What follows belongs to an exercise in optimizing a design on an open flow for small area, a short achievable clock period and few clock cycles per item; a production flow would make more cautious choices.
RTL that was checked went through simulation tests only; none was proved equivalent to the original.
Power is estimated from default activity; no workload was simulated.

== old ==
==> flow/design.v <==
`default_nettype none
package asd_pkg;
  localparam int SampleBits  = 12;
  localparam int ElapsedBits = 8;
  localparam int TimerBits   = 16;
  localparam int SumBits     = 19;
  localparam int CountBits   = 7;
  localparam int FracBits    = 10;
  localparam int CfgIdxBits  = 2;
  localparam int CfgDataBits = 16;
  localparam int InDataBits  = ((SampleBits + ElapsedBits + 7) / 8) * 8;
  localparam int OutDataBits = ((SampleBits + 7) / 8) * 8;
  localparam int ProdBits    = SampleBits + FracBits;
  localparam int ThrBits     = ProdBits - 8 + 1;
  localparam int JobBits     = 1 + 1 + SumBits + CountBits;
  localparam int QDepth      = 2;
  localparam int QPtrBits    = $clog2(QDepth);
  localparam int QCntBits    = $clog2(QDepth + 1);
  localparam int DivSteps    = SumBits;
  localparam int DivCntBits  = $clog2(DivSteps);
  localparam logic [SampleBits-1:0]  AvgReset      = SampleBits'(2048);
  localparam logic [TimerBits-1:0]   HoldoffReset  = TimerBits'(100);
  localparam logic [FracBits-1:0]    FracReset     = FracBits'(77);
  localparam logic [TimerBits-1:0]   LogPerReset   = TimerBits'(50);
  localparam logic [CountBits-1:0]   PerAvgReset   = CountBits'(20);
  typedef enum logic [CfgIdxBits-1:0] {
    CFG_HOLDOFF  = 2'd0,
    CFG_FRACTION = 2'd1,
    CFG_LOG_PER  = 2'd2,
    CFG_PER_AVG  = 2'd3
  } cfg_idx_e;
  typedef struct packed {
    logic                 spike;
    logic                 div;
    logic [SumBits-1:0]   sum;
    logic [CountBits-1:0] divisor;
  } job_t;
  typedef struct packed {
    logic                  upd;
    logic [SampleBits-1:0] level;
  } avg_t;
  typedef struct packed {
    logic push;
    logic pending;
  } front_stat_t;
endpackage
`default_nettype wire
`default_nettype none
module audio_spike_detector
(
  input  wire logic        clk_i,
  input  wire logic        rst_ni,
  input  wire logic        cfg_we_i,
  input  wire logic [1:0]  cfg_idx_i,
  input  wire logic [15:0] cfg_data_i,
  input  wire logic        s_axis_tvalid,
  output logic             s_axis_tready,
  input  wire logic [23:0] s_axis_tdata,
  output logic             m_axis_tvalid,
  input  wire logic        m_axis_tready,
  output logic [15:0]      m_axis_tdata,
  output logic             m_axis_tuser
);
  localparam int DivBits = 3;                
  localparam int DivCyc  = 12 / DivBits;     
  localparam int PhBits  = $clog2(DivCyc + 2);
  logic [15:0] hold_q, lper_q;
  logic [9:0]  frac_q;
  logic [6:0]  pavg_q;
  logic        v2_q;       
  logic        dv2_q;      
  logic [11:0] smp2_q;
  logic [7:0]  dt2_q;
  logic [15:0] htmr_q, ptmr_q;
  logic [11:0] peak_q;
  logic [18:0] sum_q;      
  logic [6:0]  cnt_q;      
  logic [11:0] avg_q;
  logic [22:0] prod_q;     
  logic [PhBits-1:0] ph_q;
  logic              mul_q;    
  logic              mreq_q;   
  logic [2:0] ov_q;
  logic [2:0] os_q;
  logic [2:0] ov_d, os_d;
  logic spkd_q;                
  logic pop, push, push_spk, s2_fire, acc_ok, acc, drained;
  logic run_last, div_last, adv;
  assign pop      = ov_q[0] && m_axis_tready;
  assign drained  = !ov_q[0] || (!ov_q[1] && m_axis_tready);
  assign run_last = (ph_q == PhBits'(DivCyc + 1));
  assign div_last = !mul_q && (ph_q == PhBits'(DivCyc));
  assign adv      = (ph_q != '0) && (!div_last || drained);
  assign s2_fire  = v2_q;
  assign acc_ok   = !mreq_q && (ph_q == '0 || run_last) && !ov_q[2] &&
                    !(ov_q[1] && v2_q && !dv2_q);
  assign s_axis_tready = acc_ok;
  assign acc      = s_axis_tvalid && acc_ok;
  logic [11:0] smp;
  logic [7:0]  dt;
  logic        per_end, div_now, gt;
  logic [16:0] p_add;
  logic [8:0]  p_lo;
  logic [12:0] s_lo;
  logic [11:0] peak_new;
  logic [18:0] sum_a, sum_b, sum_new;
  logic [6:0]  cnt_inc;
  always_comb begin
    smp      = s_axis_tdata[11:0];
    dt       = s_axis_tdata[19:12];
    p_lo     = {1'b0, ptmr_q[7:0]} + {1'b0, dt};
    p_add    = {p_lo[8] ? {1'b0, ptmr_q[15:8]} + 9'd1 : {1'b0, ptmr_q[15:8]}, p_lo[7:0]};
    per_end  = (p_add >= {1'b0, lper_q});
    gt       = (smp > peak_q);
    peak_new = gt ? smp : peak_q;
    sum_a    = sum_q + {7'b0, peak_q};
    s_lo     = {1'b0, sum_q[11:0]} + {1'b0, smp};
    sum_b    = {s_lo[12] ? sum_q[18:12] + 7'd1 : sum_q[18:12], s_lo[11:0]};
    sum_new  = gt ? sum_b : sum_a;
    cnt_inc  = cnt_q + 7'd1;
    div_now  = per_end && (cnt_inc >= pavg_q);
  end
  logic [16:0] h_add;
  logic [8:0]  h_lo;
  logic [15:0] h_sat;
  logic        hgt, spike;
  always_comb begin
    h_lo   = {1'b0, htmr_q[7:0]} + {1'b0, dt2_q};
    h_add  = {h_lo[8] ? {1'b0, htmr_q[15:8]} + 9'd1 : {1'b0, htmr_q[15:8]}, h_lo[7:0]};
    h_sat  = h_add[16] ? 16'hFFFF : h_add[15:0];
    hgt    = (h_sat > hold_q);
    spike  = hgt && ({3'b0, smp2_q} > prod_q[22:8]);
  end
  logic [6:0]         rem;
  logic [8:0]         t, d1, d2, d3;
  logic [9:0]         e1, e2, e3;
  logic               c1, c2, c3;
  logic [7:0]         t2;
  logic [8:0]         f1;
  logic [DivBits-1:0] qd;
  logic [18:0]        sum_div;
  always_comb begin
    d1  = {2'b0, cnt_q};
    d2  = {1'b0, cnt_q, 1'b0};
    d3  = d1 + d2;
    rem = sum_q[18:12];
    t   = {rem, sum_q[11:10]};
    e1  = {1'b0, t} - {1'b0, d1};
    e2  = {1'b0, t} - {1'b0, d2};
    e3  = {1'b0, t} - {1'b0, d3};
    c1  = !e1[9];
    c2  = !e2[9];
    c3  = !e3[9];
    qd[2:1] = {c2, c3 || (c1 && !c2)};
    rem = c3 ? e3[6:0] : c2 ? e2[6:0] : c1 ? e1[6:0] : t[6:0];
    t2  = {rem, sum_q[9]};
    f1  = {1'b0, t2} - {2'b0, cnt_q};
    qd[0] = !f1[8];
    rem = qd[0] ? f1[6:0] : t2[6:0];
    sum_div = {rem, sum_q[11-DivBits:0], qd};
  end
  logic [DivBits-1:0] hdig;
  logic [10:0]        mult;
  logic [PhBits-1:0]  didx;
  always_comb begin
    mult = 11'd256 + {1'b0, frac_q};
    didx = ph_q - PhBits'(2);
    hdig = '0;
    for (int k = 0; k < DivCyc; k++) begin
      if (didx == PhBits'(k)) hdig = avg_q[12 - DivBits*k - 1 -: DivBits];
    end
    if (!mul_q && !run_last) hdig = sum_q[DivBits-1:0];
  end
  always_ff @(posedge clk_i or negedge rst_ni) begin
    if (!rst_ni) begin
      hold_q <= 16'd100;
      frac_q <= 10'd77;
      lper_q <= 16'd50;
      pavg_q <= 7'd20;
    end else if (cfg_we_i) begin
      case (cfg_idx_i)
        2'd0: hold_q <= cfg_data_i;
        2'd1: frac_q <= cfg_data_i[9:0];
        2'd2: lper_q <= cfg_data_i;
        default: pavg_q <= cfg_data_i[6:0];
      endcase
    end
  end
  assign push     = (s2_fire && !dv2_q) || (adv && div_last);
  assign push_spk = div_last ? spkd_q : spike;
  always_comb begin
    ov_d = ov_q;
    os_d = os_q;
    if (pop) begin
      ov_d = {1'b0, ov_d[2:1]};
      os_d = {1'b0, os_d[2:1]};
    end
    if (push) begin
      if (!ov_d[0]) begin
        ov_d[0] = 1'b1;
        os_d[0] = push_spk;
      end else if (!ov_d[1]) begin
        ov_d[1] = 1'b1;
        os_d[1] = push_spk;
      end else begin
        ov_d[2] = 1'b1;
        os_d[2] = push_spk;
      end
    end
  end
  always_ff @(posedge clk_i or negedge rst_ni) begin
    if (!rst_ni) begin
      v2_q    <= 1'b0;
      dv2_q   <= 1'b0;
      htmr_q  <= '0;
      ptmr_q  <= '0;
      peak_q  <= '0;
      sum_q   <= '0;
      cnt_q   <= '0;
      avg_q   <= 12'd2048;
      ph_q    <= '0;
      mul_q   <= 1'b0;
      mreq_q  <= 1'b1;
      ov_q    <= '0;
    end else begin
      v2_q  <= acc;
      dv2_q <= acc && div_now;
      if (acc) begin
        ptmr_q <= per_end ? '0 : p_add[15:0];
        peak_q <= per_end ? '0 : peak_new;
        if (per_end) begin
          sum_q <= sum_new;
          cnt_q <= cnt_inc;
        end
      end else if (adv && div_last) begin
        sum_q <= '0;
        cnt_q <= '0;
        avg_q <= sum_div[11:0];
      end else if (adv && !mul_q && !run_last) begin
        sum_q <= sum_div;
      end
      if (s2_fire) htmr_q <= spike ? '0 : h_sat;
      if (acc && div_now) begin
        ph_q  <= PhBits'(1);
      end else if (ph_q == '0 && mreq_q) begin
        ph_q  <= PhBits'(1);
      end else if (run_last) begin
        ph_q  <= '0;
      end else if (adv) begin
        ph_q  <= ph_q + PhBits'(1);
      end
      if (ph_q == '0 && mreq_q) mul_q <= 1'b1;
      else if (run_last)        mul_q <= 1'b0;
      if (cfg_we_i && cfg_idx_i == 2'd1) mreq_q <= 1'b1;
      else if (ph_q == '0)               mreq_q <= 1'b0;
      ov_q <= ov_d;
    end
  end
  always_ff @(posedge clk_i) begin
    smp2_q <= smp;
    dt2_q  <= dt;
    if (s2_fire && dv2_q) spkd_q <= spike;
    os_q <= os_d;
    if (ph_q == PhBits'(1)) prod_q <= '0;
    if (adv && ph_q >= PhBits'(2)) prod_q <= (prod_q << DivBits) + 23'(hdig) * 23'(mult);
  end
  assign m_axis_tvalid = ov_q[0];
  assign m_axis_tuser  = os_q[0];
  assign m_axis_tdata  = {4'b0, avg_q};
endmodule
`default_nettype wire
Settings: LEC_CHECK=0, ABC_AREA=1, CAP_MARGIN=20, CORE_MARGIN=2, CORE_UTILIZATION=40, SETUP_SLACK_MARGIN=2.9, SLEW_MARGIN=20; clock period 6.5 ns.
standard.sh (not shown) runs the stock make flow with config.mk's settings and CLKGATE_MAP_FILE= SYNTH_SCRIPT=/design/flow/synth_recipe.tcl, a recipe that flattens the netlist after the stock synthesis.
==> flow/flow/run.sh <==
#!/bin/bash
# Standard layout, with the adders left to ABC instead of the platform's full/half adder cells,
# and the port buffers made from buf_2 cells.
set -euo pipefail
export BUFFER_PORTS_ARGS="-buffer_cell sky130_fd_sc_hd__buf_2"
bash standard.sh ADDER_MAP_FILE= "BUFFER_PORTS_ARGS=-buffer_cell sky130_fd_sc_hd__buf_2" finish > make_finish.log 2>&1
old completed every stage of the flow, and the final layout passed the timing, design-rule and antenna checks.
[inputs] new vs old
--- a/flow/design.v
+++ b/flow/design.v
@@ -96,23 +96,25 @@
                     !(ov_q[1] && v2_q && !dv2_q);
   assign s_axis_tready = acc_ok;
   assign acc      = s_axis_tvalid && acc_ok;
   logic [11:0] smp;
   logic [7:0]  dt;
+  logic [16:0] p_left;
   logic        per_end, div_now, gt;
-  logic [16:0] p_add;
+  logic [15:0] p_add;
   logic [8:0]  p_lo;
   logic [12:0] s_lo;
   logic [11:0] peak_new;
   logic [18:0] sum_a, sum_b, sum_new;
   logic [6:0]  cnt_inc;
   always_comb begin
     smp      = s_axis_tdata[11:0];
     dt       = s_axis_tdata[19:12];
+    p_left   = {1'b0, lper_q} - {1'b0, ptmr_q};
+    per_end  = p_left[16] || (p_left[15:8] == 8'd0 && dt >= p_left[7:0]);
     p_lo     = {1'b0, ptmr_q[7:0]} + {1'b0, dt};
-    p_add    = {p_lo[8] ? {1'b0, ptmr_q[15:8]} + 9'd1 : {1'b0, ptmr_q[15:8]}, p_lo[7:0]};
-    per_end  = (p_add >= {1'b0, lper_q});
+    p_add    = {p_lo[8] ? ptmr_q[15:8] + 8'd1 : ptmr_q[15:8], p_lo[7:0]};
     gt       = (smp > peak_q);
     peak_new = gt ? smp : peak_q;
     sum_a    = sum_q + {7'b0, peak_q};
     s_lo     = {1'b0, sum_q[11:0]} + {1'b0, smp};
     sum_b    = {s_lo[12] ? sum_q[18:12] + 7'd1 : sum_q[18:12], s_lo[11:0]};
@@ -224,11 +226,11 @@
       ov_q    <= '0;
     end else begin
       v2_q  <= acc;
       dv2_q <= acc && div_now;
       if (acc) begin
-        ptmr_q <= per_end ? '0 : p_add[15:0];
+        ptmr_q <= per_end ? '0 : p_add;
         peak_q <= per_end ? '0 : peak_new;
         if (per_end) begin
           sum_q <= sum_new;
           cnt_q <= cnt_inc;
         end
--- outcome ---
Diff old -> new | maximum net fanout on the critical path | increase of 1. On utilization: between new and old, it ends up lower for new. From old to new the numbers moved as follows: least setup slack across all paths after layout picked up an extra 0.18 ns, overall routing resource usage lost 0.19 points, non-clock buffer count lost 24. Changes observed in new relative to old: inserted tap cell count increased about 1.5%, switching power summed over all nets went down, final design area excluding fillers neither gained nor lost much. Diff old..new | met3 usage | negligible. The higher DRC marker count from the first detailed-route iteration of new and old is in new. Cell depth of the worst setup path delta for new relative to old: 11 lower. Number of diodes added for antenna fixing: new vs old — no meaningful difference.
Testbench counts of new, summed over its fixed seeds: cycles 12,031, items 8,000.
No functional check of the RTL was part of old.

separate check: timing with driven ports:
No port has a modelled driver above. Below, the same layouts with a new extraction and two added sets of constraints. Step 1, drivers: a clkbuf_16 drives clk_i and a buf_2 each remaining input, both assumed. Step 2 times the ports against the registers' clock, not the clock port: input delays grow and output delays shrink by t, the midpoint of the rising clock arrivals with the driver on. Slacks: no drivers / after step 1 / after step 2; pairs: no drivers / after step 1.
run | t, ns | slack for setup (ns) | worst data-port slew with drivers (ns)
old | 0.497 | 2.897 / 2.897 / 2.400 | 0.07
new | 0.497 | 3.078 / 3.109 / 2.611 | 0.06
After both steps setup and hold are still met in every run listed. The setup slack of old, which loses most, moves by 0.000 ns with the drivers and by -0.497 ns with both steps.
